Source: an optimization exercise on an open RTL-to-GDS flow (aim: small area). Production flows keep margins and buffers that such runs may drop. The RTL was checked by simulation tests, not by an equivalence proof against the original design. Power figures rest on the tool's default switching activity, not on a simulated workload.

==> job 1806 <==
==> flow/design.v <==
`timescale 1ns/10ps
package otp_cmd_pkg;
  typedef enum logic [3:0] {
    NOP           = 4'h0,
    FAULT_CORR    = 4'h1,
    FAULT_UNCORR  = 4'h2,
    FAULT_RELEASE = 4'h3,
    LC_RESET      = 4'h4,
    CLK_SEL       = 4'h5,
    ESC_SET       = 4'h6,
    ESC_CLR       = 4'h7
  } otp_opcode_e;
  typedef struct packed {
    otp_opcode_e opcode;
    logic [11:0] mhz;
  } otp_cmd_clk_t;
  typedef struct packed {
    otp_opcode_e opcode;
    logic [10:0] rsvd;
    logic        esc_line;
  } otp_cmd_esc_t;
  typedef union packed {
    otp_cmd_clk_t clk_view;
    otp_cmd_esc_t esc_view;
  } otp_cmd_u;
endpackage
`timescale 1ns/10ps
package otp_part_pkg;
  typedef enum logic {
    CORRECTABLE   = 1'b0,
    UNCORRECTABLE = 1'b1
  } otp_fault_e;
  typedef logic [2:0] otp_part_idx_t;
  typedef logic [1:0] otp_word_idx_t;
endpackage
`timescale 1ns/10ps
module otp_svc_top (
  input  logic                     clk,
  input  logic                     cptra_rst_b,
  input  logic                     cmd_valid_i,
  input  logic [15:0]              cmd_i,
  input  logic                     prog_we_i,
  input  logic [4:0]               prog_addr_i,
  input  logic [16-1:0]   prog_data_i,
  input  logic [4:0]               rd_addr_i,
  input  logic                     clk_byp_ack_i,
  output logic [16-1:0]   rd_data_o,
  output logic [7-1:0] locked_map_o,
  output logic [7-1:0] fault_map_o,
  output logic                     lc_rst_b_o,
  output logic [11:0]              clk_sel_o,
  output logic                     ext_clk_req_o,
  output logic                     clk_switch_o,
  output logic [1:0]               esc_o
);
  localparam int NP = 7;
  localparam int W  = 16;
  logic [3:0] op;
  logic       fault_cmd, accept, release_cmd;
  assign op          = cmd_i[15:12];
  assign fault_cmd   = cmd_valid_i && (op == 4'h1 || op == 4'h2);
  assign release_cmd = cmd_valid_i && (op == 4'h3);
  logic fault_active_q, inject_q, release_q, inject_d_q, release_d_q;
  logic kind_q;
  assign accept = fault_cmd && !fault_active_q;
  always_ff @(posedge clk or negedge cptra_rst_b) begin
    if (!cptra_rst_b) begin
      fault_active_q <= 1'b0;
      inject_q       <= 1'b0;
      release_q      <= 1'b0;
      inject_d_q     <= 1'b0;
      release_d_q    <= 1'b0;
    end else begin
      fault_active_q <= accept || (fault_active_q && !release_cmd);
      inject_q       <= accept;
      release_q      <= release_cmd;
      inject_d_q     <= inject_q;
      release_d_q    <= release_q;
    end
  end
  always_ff @(posedge clk) begin
    if (accept) kind_q <= op[1];
  end
  logic [W-1:0] w0_q  [NP];
  logic [W-1:0] w1_q  [NP];
  logic [W-1:0] w2_q  [NP];
  logic [W-1:0] dig_q [NP];
  logic [W-1:0] fw_q  [NP];
  logic [NP-1:0] lock_q;
  logic [NP-1:0] locked, faulted;
  logic          prog_nz;
  logic [2:0] wp;
  logic [1:0] ww;
  assign wp = prog_addr_i[4:2];
  assign ww = prog_addr_i[1:0];
  assign prog_nz = |prog_data_i;
  for (genvar p = 0; p < NP; p++) begin : g_part
    logic pwe;
    assign pwe = prog_we_i && (wp == 3'(p));
    always_ff @(posedge clk) begin
      if (pwe && ww == 2'd0) w0_q[p]  <= prog_data_i;
      if (pwe && ww == 2'd1) w1_q[p]  <= prog_data_i;
      if (pwe && ww == 2'd2) w2_q[p]  <= prog_data_i;
      if (pwe && ww == 2'd3) dig_q[p] <= prog_data_i;
      if (inject_q && locked[p]) fw_q[p] <= w0_q[p];
    end
    always_ff @(posedge clk or negedge cptra_rst_b) begin
      if (!cptra_rst_b) begin
        lock_q[p] <= 1'b0;
      end else if (pwe && ww == 2'd3) begin
        lock_q[p] <= prog_nz;
      end
    end
    assign locked[p]  = lock_q[p];
    assign faulted[p] = !release_d_q && (fault_map_o[p] || (inject_d_q && locked_map_o[p]));
  end
  always_ff @(posedge clk or negedge cptra_rst_b) begin
    if (!cptra_rst_b) begin
      locked_map_o <= '0;
      fault_map_o  <= '0;
    end else begin
      locked_map_o <= locked;
      fault_map_o  <= faulted;
    end
  end
  logic [2:0] rp;
  logic [1:0] rw;
  assign rp = rd_addr_i[4:2];
  assign rw = rd_addr_i[1:0];
  logic [5*NP-1:0] rsel;
  logic [W-1:0]    rsrc [5*NP];
  logic [W-1:0]    rd_raw;
  logic            rd_fault;
  for (genvar p = 0; p < NP; p++) begin : g_rsel
    logic hit;
    assign hit = (rp == 3'(p));
    assign rsel[5*p+0] = hit && rw == 2'd0 && !faulted[p];
    assign rsel[5*p+1] = hit && rw == 2'd0 &&  faulted[p];
    assign rsel[5*p+2] = hit && rw == 2'd1;
    assign rsel[5*p+3] = hit && rw == 2'd2;
    assign rsel[5*p+4] = hit && rw == 2'd3 && lock_q[p];
    assign rsrc[5*p+0] = w0_q[p];
    assign rsrc[5*p+1] = fw_q[p];
    assign rsrc[5*p+2] = w1_q[p];
    assign rsrc[5*p+3] = w2_q[p];
    assign rsrc[5*p+4] = dig_q[p];
  end
  localparam int NG = (5*NP) / 3;
  for (genvar b = 0; b < W; b++) begin : g_rbit
    logic [NG:0] grp_n;
    for (genvar g = 0; g < NG; g++) begin : g_grp
      otp_ao222 u_ao (
        .a1 (rsel[3*g]),   .a2 (rsrc[3*g][b]),
        .b1 (rsel[3*g+1]), .b2 (rsrc[3*g+1][b]),
        .c1 (rsel[3*g+2]), .c2 (rsrc[3*g+2][b]),
        .y_n(grp_n[g])
      );
    end
    otp_ao22 u_ao_last (
      .a1 (rsel[3*NG]),   .a2 (rsrc[3*NG][b]),
      .b1 (rsel[3*NG+1]), .b2 (rsrc[3*NG+1][b]),
      .y_n(grp_n[NG])
    );
    assign rd_raw[b] = ~&grp_n;
  end
  always_comb begin
    rd_fault = 1'b0;
    for (int p = 0; p < NP; p++) rd_fault = rd_fault | rsel[5*p+1];
  end
  always_ff @(posedge clk) begin
    rd_data_o <= rd_raw ^ {{(W-1){rd_fault && kind_q}}, rd_fault};
  end
  logic [3:0] rst_cnt_q;
  always_ff @(posedge clk or negedge cptra_rst_b) begin
    if (!cptra_rst_b) begin
      rst_cnt_q <= '0;
    end else if (rst_cnt_q != 4'd0) begin
      rst_cnt_q <= rst_cnt_q - 4'd1;
    end else if (cmd_valid_i && op == 4'h4) begin
      rst_cnt_q <= 4'(10 + 1);
    end
  end
  assign lc_rst_b_o = (rst_cnt_q == 4'd0);
  logic [11:0] clk_sel_q;
  logic        ext_clk_req_q;
  logic [1:0]  esc_q;
  always_ff @(posedge clk or negedge cptra_rst_b) begin
    if (!cptra_rst_b) begin
      clk_sel_q     <= 12'd1000;
      ext_clk_req_q <= 1'b0;
      esc_q         <= '0;
    end else begin
      if (cmd_valid_i && op == 4'h5) begin
        clk_sel_q <= cmd_i[11:0];
      end
      ext_clk_req_q <= (cmd_valid_i && op == 4'h5) || (ext_clk_req_q && !clk_byp_ack_i);
      for (int i = 0; i < 2; i++) begin
        if (cmd_valid_i && op == 4'h6 && cmd_i[0] == 1'(i)) begin
          esc_q[i] <= 1'b1;
        end else if (cmd_valid_i && op == 4'h7 && cmd_i[0] == 1'(i)) begin
          esc_q[i] <= 1'b0;
        end
      end
    end
  end
  assign clk_sel_o     = clk_sel_q;
  assign ext_clk_req_o = ext_clk_req_q;
  assign clk_switch_o  = clk_byp_ack_i & ext_clk_req_q;
  assign esc_o         = esc_q;
endmodule
module otp_ao222 (
  input  logic a1, a2, b1, b2, c1, c2,
  output logic y_n
);
  assign y_n = ~((a1 & a2) | (b1 & b2) | (c1 & c2));
endmodule
module otp_ao22 (
  input  logic a1, a2, b1, b2,
  output logic y_n
);
  assign y_n = ~((a1 & a2) | (b1 & b2));
endmodule
==> flow/flow/run.sh <==
#!/bin/bash
# The standard layout (standard.sh) with these changes:
#  - synthesis maps the logic with an area-oriented ABC script (flow/area.abc),
#    through flow/synth_area.tcl (synth_recipe.tcl with only ABC's script swapped)
#  - the read mux AND-OR-invert groups (modules otp_ao222, otp_ao22) are mapped on their own
#    (SYNTH_KEEP_MODULES), then flattened by the script as in synth_recipe.tcl
#  - ports are buffered with the smallest buffer
#  - CTS uses small clock buffers and no dummy loads
# Every tool's output goes to flow.log here; ORFS keeps per-step logs in orfs/logs.
set -euo pipefail
W=$(pwd)
export AREA_ABC_SCRIPT=$W/flow/area.abc
EXTRA="AREA_ABC_SCRIPT=$W/flow/area.abc SYNTH_KEEP_MODULES='otp_ao222 otp_ao22'"
EXTRA+=" BUFFER_PORTS_ARGS='-buffer_cell sky130_fd_sc_hd__buf_1'"
EXTRA+=" CTS_ARGS='-sink_clustering_enable -repair_clock_nets -dont_use_dummy_load -sink_clustering_size 14 -sink_clustering_max_diameter 70 -buf_list {sky130_fd_sc_hd__clkbuf_8}'"
sed -e "s|SYNTH_SCRIPT=[^ ]*|SYNTH_SCRIPT=$W/flow/synth_area.tcl|" \
    -e "s|\"\${@:-finish}\"|$EXTRA \"\${@:-finish}\"|" standard.sh > standard_area.sh
cat standard_area.sh > standard_area.log
bash standard_area.sh "${FLOW_TARGET:-finish}" > flow.log 2>&1
==> flow/flow/area.abc <==
&get -n
&st
&dc2
&dch
&nf -R 1000
&put
topo
stime -c
buffer -c
upsize -c
dnsize -c
==> flow/flow/synth_area.tcl <==
# synth_recipe.tcl with ABC's mapping script replaced by an area-oriented one
proc synth {args} { yosys synth -nofsm -noshare {*}$args }
proc abc {args} {
  set i [lsearch -exact $args -script]
  if { $i >= 0 } { lset args [expr {$i + 1}] $::env(AREA_ABC_SCRIPT) }
  yosys abc {*}$args
}
source $::env(SCRIPTS_DIR)/synth.tcl
# left out here: clear keep_hierarchy, flatten, clean up, hide names made inside functions, write 1_2_yosys.v
==> flow/standard.sh <==
#!/bin/bash
# synth_recipe.tcl (not shown) runs the flow's synth.tcl, then flattens the netlist and writes it again
# the make line also repeats each setting of config.mk as NAME=value (left out here)
make -C /OpenROAD-flow-scripts/flow DESIGN_CONFIG=/design/flow/config.mk WORK_HOME=/design/flow/orfs CLKGATE_MAP_FILE= SYNTH_SCRIPT=/design/flow/synth_recipe.tcl "${@:-finish}"
==> flow/config.mk <==
export PLATFORM = sky130hd
export DESIGN_NAME = otp_svc_top
export DESIGN_NICKNAME = otp_svc_top
export VERILOG_FILES = /design/flow/design.v
export SDC_FILE = /design/flow/constraint.sdc
export NUM_CORES = 4
export LEC_CHECK = 0
export CAP_MARGIN = 5
export CORE_MARGIN = 2
export CORE_UTILIZATION = 60
export GPL_TIMING_DRIVEN = 0
export SLEW_MARGIN = 5
==> flow/constraint.sdc <==
create_clock -name core_clock -period 5.0 [get_ports {clk}]
set_input_delay 1.0000 -clock core_clock [delete_from_list [all_inputs] [get_ports {clk}]]
set_output_delay 1.0000 -clock core_clock [all_outputs]
set_load 0.01 [all_outputs]
==> job 3297 (differences from job 1806) <==
--- a/flow/design.v
+++ b/flow/design.v
@@ -88,5 +88,4 @@
   logic [W-1:0] fw_q  [NP];
-  logic [NP-1:0] lock_q;
+  logic [NP-1:0] dig_vld_q;
   logic [NP-1:0] locked, faulted;
-  logic          prog_nz;
   logic [2:0] wp;
@@ -95,3 +94,2 @@
   assign ww = prog_addr_i[1:0];
-  assign prog_nz = |prog_data_i;
   for (genvar p = 0; p < NP; p++) begin : g_part
@@ -108,8 +106,8 @@
       if (!cptra_rst_b) begin
-        lock_q[p] <= 1'b0;
+        dig_vld_q[p] <= 1'b0;
       end else if (pwe && ww == 2'd3) begin
-        lock_q[p] <= prog_nz;
+        dig_vld_q[p] <= 1'b1;
       end
     end
-    assign locked[p]  = lock_q[p];
+    assign locked[p]  = dig_vld_q[p] && (|dig_q[p]);
     assign faulted[p] = !release_d_q && (fault_map_o[p] || (inject_d_q && locked_map_o[p]));
@@ -140,3 +138,3 @@
     assign rsel[5*p+3] = hit && rw == 2'd2;
-    assign rsel[5*p+4] = hit && rw == 2'd3 && lock_q[p];
+    assign rsel[5*p+4] = hit && rw == 2'd3 && dig_vld_q[p];
     assign rsrc[5*p+0] = w0_q[p];
@@ -147,23 +145,9 @@
   end
-  localparam int NG = (5*NP) / 3;
-  for (genvar b = 0; b < W; b++) begin : g_rbit
-    logic [NG:0] grp_n;
-    for (genvar g = 0; g < NG; g++) begin : g_grp
-      otp_ao222 u_ao (
-        .a1 (rsel[3*g]),   .a2 (rsrc[3*g][b]),
-        .b1 (rsel[3*g+1]), .b2 (rsrc[3*g+1][b]),
-        .c1 (rsel[3*g+2]), .c2 (rsrc[3*g+2][b]),
-        .y_n(grp_n[g])
-      );
+  always_comb begin
+    rd_raw   = '0;
+    rd_fault = 1'b0;
+    for (int i = 0; i < 5*NP; i++) begin
+      rd_raw = rd_raw | ({W{rsel[i]}} & rsrc[i]);
+      if (i % 5 == 1) rd_fault = rd_fault | rsel[i];
     end
-    otp_ao22 u_ao_last (
-      .a1 (rsel[3*NG]),   .a2 (rsrc[3*NG][b]),
-      .b1 (rsel[3*NG+1]), .b2 (rsrc[3*NG+1][b]),
-      .y_n(grp_n[NG])
-    );
-    assign rd_raw[b] = ~&grp_n;
-  end
-  always_comb begin
-    rd_fault = 1'b0;
-    for (int p = 0; p < NP; p++) rd_fault = rd_fault | rsel[5*p+1];
   end
@@ -196,8 +180,6 @@
       ext_clk_req_q <= (cmd_valid_i && op == 4'h5) || (ext_clk_req_q && !clk_byp_ack_i);
-      for (int i = 0; i < 2; i++) begin
-        if (cmd_valid_i && op == 4'h6 && cmd_i[0] == 1'(i)) begin
-          esc_q[i] <= 1'b1;
-        end else if (cmd_valid_i && op == 4'h7 && cmd_i[0] == 1'(i)) begin
-          esc_q[i] <= 1'b0;
-        end
+      if (cmd_valid_i && op == 4'h6) begin
+        esc_q[cmd_i[0]] <= 1'b1;
+      end else if (cmd_valid_i && op == 4'h7) begin
+        esc_q[cmd_i[0]] <= 1'b0;
       end
@@ -210,13 +192 @@
 endmodule
-module otp_ao222 (
-  input  logic a1, a2, b1, b2, c1, c2,
-  output logic y_n
-);
-  assign y_n = ~((a1 & a2) | (b1 & b2) | (c1 & c2));
-endmodule
-module otp_ao22 (
-  input  logic a1, a2, b1, b2,
-  output logic y_n
-);
-  assign y_n = ~((a1 & a2) | (b1 & b2));
-endmodule
==> flow/run.sh (new file) <==
#!/bin/bash
# synth_recipe.tcl (not shown) runs the flow's synth.tcl, then flattens the netlist and writes it again
# the make line also repeats each setting of config.mk as NAME=value (left out here)
make -C /OpenROAD-flow-scripts/flow DESIGN_CONFIG=/design/flow/config.mk WORK_HOME=/design/flow/orfs CLKGATE_MAP_FILE= SYNTH_SCRIPT=/design/flow/synth_recipe.tcl finish
Settings changed: CAP_MARGIN 5 to 20, CORE_UTILIZATION 60 to 40, GPL_TIMING_DRIVEN 0 to not set, SLEW_MARGIN 5 to 20.
removed: flow/flow/run.sh
removed: flow/flow/area.abc
removed: flow/flow/synth_area.tcl
removed: flow/standard.sh
==> comparison table <==
Sequential share of cell area: job 1806 0.7495; job 3297 0.6281
Non-clock buffer area fraction after layout: job 1806 0.04233; job 3297 0.06402
Maximum VDD drop: job 1806 0.0002796 V; job 3297 0.0002765 V
Maximum number of pins on one net before global-route repair: job 1806 30; job 3297 46
Detailed-routed wire length on met2: job 1806 27510 microns; job 3297 40950 microns
WL met3: job 1806 6085 microns; job 3297 9247 microns
Total of buffers placed on input and output ports: job 1806 91; job 3297 93
Placed inst area: job 1806 0.02372 sq mm; job 3297 0.02705 sq mm
Clk pin slew, worst setup/hold paths: job 1806 0.09 ns; job 3297 0.06 ns
Starting density of the core: job 1806 0.6060; job 3297 0.4055
Sequential power: job 1806 0.00595 W; job 3297 0.00593 W
Inserted Clock Buffers: job 1806 50; job 3297 67
Via count of the first global-routing pass: job 1806 11930; job 3297 15720
Buffers and inverters on the worst path: job 1806 1; job 3297 2
Cell area power density: job 1806 367.0 mW/mm^2; job 3297 414.2 mW/mm^2
Clock latency on the worst-skew pair: job 1806 0.63 ns; job 3297 0.60 ns
Proportion of synthesized chip area in sequential cells: job 1806 0.8308; job 3297 0.7463
Routing usage on met1: job 1806 0.4228; job 3297 0.3768
Power of the clock network: job 1806 0.00239 W; job 3297 0.00474 W
Int Power: job 1806 0.006935 W; job 3297 0.009117 W
Run status: job 1806 complete, no violations; job 3297 complete, no violations
Xor/xnor share of the synthesized area: job 1806 0.01057; job 3297 0.006072
Largest fanout on the critical path: job 1806 17; job 3297 21
Final HPWL DP: job 1806 37390 microns; job 3297 59510 microns

==> separate check: timing with driven ports <==
How much do the figures lean on ideal ports? The routed layouts below were timed once more, with nothing changed but the port constraints. Step 1, drivers: a clkbuf_16 drives clk and a buf_2 each remaining input, both assumed. Step 2 adds t to the input delays and takes it off the output delays; t is the mean of the earliest and latest rising clock arrival at the registers after step 1. Input paths then give back, and output paths get back, about the clock's delay inside the block. Three values: ideal, step 1, step 2; two values: the first two.
run | shift t [ns] | slack for setup (ns) | clock arrival spread, ns
job 1806 | 0.675 | 1.557 / 1.546 / 0.871 | 0.052 / 0.052
job 3297 | 0.651 | 0.649 / 0.677 / 0.026 | 0.016 / 0.016
After both steps setup and hold are still met in every run listed. The setup slack of job 1806, which loses most, moves by -0.011 ns with the drivers and by -0.686 ns with both steps.
